This design comes from an exercise in tuning for small area, a short achievable clock period and few clock cycles per item on the open sky130 flow, not from production work. The RTL was checked by simulation tests, not by an equivalence proof against the original design. Power and IR drop assume default switching activity.

Setup of willow:
// depth_to_point_cloud
module depth_to_point_cloud #(
  parameter int MAX_COLS = d2pc_pkg::DEFAULT_MAX_COLS,
  parameter int MAX_ROWS = d2pc_pkg::DEFAULT_MAX_ROWS
) (
  input  logic                                clk,
  input  logic                                rst,
  input  logic                                in_valid,
  output logic                                in_stall,
  input  logic [d2pc_pkg::DEPTH_W-1:0]        depth_value,
  input  logic [d2pc_pkg::COLOR_W-1:0]        red_or_grey,
  input  logic [d2pc_pkg::COLOR_W-1:0]        green_byte,
  input  logic [d2pc_pkg::COLOR_W-1:0]        blue_byte,
  output logic                                out_valid,
  input  logic                                out_stall,
  output logic signed [d2pc_pkg::COORD_W-1:0] point_x,
  output logic signed [d2pc_pkg::COORD_W-1:0] point_y,
  output logic [d2pc_pkg::DEPTH_W-1:0]        point_z,
  output logic                                point_valid,
  output logic [d2pc_pkg::COLOR_W-1:0]        out_red,
  output logic [d2pc_pkg::COLOR_W-1:0]        out_green,
  output logic [d2pc_pkg::COLOR_W-1:0]        out_blue,
  output logic                                frame_end,
  output logic                                frame_dense,
  input  logic                                cfg_valid,
  output logic                                cfg_ready,
  input  logic [d2pc_pkg::CFG_IDX_W-1:0]      cfg_index,
  input  logic [d2pc_pkg::CFG_DATA_W-1:0]     cfg_data
);
For scale: roughly 6700 cells after synthesis, about 65000 sq um of cells after synthesis.
==> flow/config.mk <==
export PLATFORM = sky130hd
export DESIGN_NAME = depth_to_point_cloud
export DESIGN_NICKNAME = depth_to_point_cloud
export VERILOG_FILES = /design/flow/design.v
export SDC_FILE = /design/flow/constraint.sdc
export NUM_CORES = 4
export LEC_CHECK = 0
export CAP_MARGIN = 20
export CORE_MARGIN = 2
export CORE_UTILIZATION = 65
export CTS_BUF_LIST = sky130_fd_sc_hd__clkbuf_4 sky130_fd_sc_hd__clkbuf_8
export PLACE_DENSITY = 0.8
export SETUP_SLACK_MARGIN = 4.7
export SLEW_MARGIN = 20
==> flow/constraint.sdc <==
create_clock -name core_clock -period 9.0 [get_ports {clk}]
set_input_delay 1.8000 -clock core_clock [delete_from_list [all_inputs] [get_ports {clk}]]
set_output_delay 1.8000 -clock core_clock [all_outputs]
set_load 0.01 [all_outputs]
standard.sh (not shown) runs the stock make flow with config.mk's settings and CLKGATE_MAP_FILE= SYNTH_SCRIPT=/design/flow/synth_recipe.tcl, a recipe that flattens the netlist after the stock synthesis.
==> flow/flow/run.sh <==
#!/bin/bash
# Standard layout, with the port buffers inserted at placement made from the platform's
# plain buffer instead of the delay buffer the resizer would otherwise pick.
set -euo pipefail
bash standard.sh BUFFER_PORTS_ARGS="-buffer_cell sky130_fd_sc_hd__buf_2" finish > standard_flow.log 2>&1
Every stage of the flow completed for willow, and the final layout passed the timing, DRC and antenna checks.
Testbench counts of willow, summed over its fixed seeds: cycles 24,696, items 24,576.
Inputs modified between willow and tundra:
Settings: swapping 4.7 for 4.8 in SETUP_SLACK_MARGIN.
==> comparison <==
Overall fraction of global-route tracks in use was lower in the run labelled willow. Cmp willow and tundra / sequential share of layout area / lower: tundra. Weighted congestion at the end of routability-driven global placement was lower in the run labelled willow. Relative to willow, average wire per cell in the routed design increased by about 9% in tundra. Reported net switching power on tundra is up relative to willow. Iteration-0 DRC count of the detailed router in tundra vs willow: up about 10%. In summary, tundra completed successfully, with a layout that passed the timing, DRC and antenna checks. Against willow as the reference, tundra delivers a lower cell count along the critical path. The lower sum of internal, switching and leakage power came out of willow. tundra ends up with a area growth from synthesis to layout that is 2.1 points higher than in willow.
Setup changes, tundra to sierra
Settings: SETUP_SLACK_MARGIN now 4.5, was 4.8.
Notes after the runs:
- sierra ended with every stage complete and zero timing, DRC or antenna violations.
- Reported for sierra and tundra, overall die height turned out identical to the last digit.
- Looking at wire length of the first global-routing pass, sierra sits 1.7% below tundra.
- Relative to tundra, the net switching power of the design measured on sierra has decreased by a few percent.
- Area share of buffers outside the clock network, sierra and tundra: higher on tundra
- Critical path's slowest cell: sky130_fd_sc_hd__edfxtp_1 -> tundra, sky130_fd_sc_hd__fa_1 -> sierra
- Minimum clock period, sierra and tundra: larger value in sierra
- tundra -> sierra: area of the die delta 0, exact match
- When sierra is set beside tundra, its worst hold slack across all endpoints turns out to be 11 ps larger.
- tundra was larger in final cell area than sierra.

========
## ember
depth_to_point_cloud, a different RTL version from the one above (not shown whole).
For scale: ~630 flip-flops, ~180 I/O pins, roughly 66000 µm² of cells after synthesis.
export LEC_CHECK = 0
export CAP_MARGIN = 20
export CORE_MARGIN = 2
export CORE_UTILIZATION = 65
export PLACE_DENSITY = 0.8
export SETUP_SLACK_MARGIN = 4.5
export SLEW_MARGIN = 20
create_clock -name core_clock -period 9.0 [get_ports {clk}]
run.sh (not shown) runs the stock make flow with config.mk's settings and CLKGATE_MAP_FILE= SYNTH_SCRIPT=/design/flow/synth_recipe.tcl, a recipe that flattens the netlist after the stock synthesis.
Stock flow here: none of the scripts above is used.
Per the final summary, ember finished and its layout is clean on timing, DRC and antenna.
Testbench counts of ember, summed over its fixed seeds: cycles 24,696, items 24,576.
> inputs changed (ember -> violet)
- a change of PLACE_DENSITY from 0.8 to 0.6
- a change of CORE_UTILIZATION from 65 to 45
Findings:
No run among violet and ember stopped early or left any final violation; all are clean.
violet does worse than ember on design area.
Compared with ember, in violet number of vias per cell after detailed routing saw a decrease, via count down 1478, largest net degree at the start of global routing saw an increase.
On violet: global-route track usage on met3 is 4.2 points lower than what ember gave.
Re post-route fraction of the period consumed by the critical path: violet and ember aren't equal, and the lower value belongs to ember.
violet has row count above what ember had.
Relative to ember, the overall power of violet is higher by about 0.56%.
Sum of routed wire length over all layers deteriorates in violet relative to ember.
Comparing ember against violet, there is no change at all in number of pins exceeding their max-slew limit in the final report.
A worst setup path endpoint of u_back.s2_x[27] is what violet shows, while u_back.point_x[15] belongs to ember.

-- afterwards: timing with drivers on the ports --
The results above use ideal ports. As a check the final layouts listed here were re-extracted and re-timed, cells and wires unchanged. Step 1, drivers: a clkbuf_16 drives clk and a buf_2 each remaining input, both assumed. Step 2 also shifts input and output timing later by t, the mid clock arrival at the registers, as if the neighbouring blocks saw the same clock. Slacks: ideal ports / drivers / drivers and shift; pairs: ideal ports / drivers.
run	shift t [ns]	slack for setup (ns)	worst setup path at the end	cell pins on the clock port's net
willow	0.863	4.713 / 4.713 / 4.168	input to register	1
tundra	0.883	4.590 / 4.525 / 4.266	input to register	1
sierra	0.880	4.506 / 4.506 / 4.033	input to register	1
ember	0.738	4.500 / 4.500 / 4.320	input to register	1
violet	0.794	4.473 / 4.473 / 4.140	input to register	1
After both steps every run listed still meets setup and hold. The setup slack of willow, which loses most, moves by 0.000 ns with the drivers and by -0.545 ns with both steps.
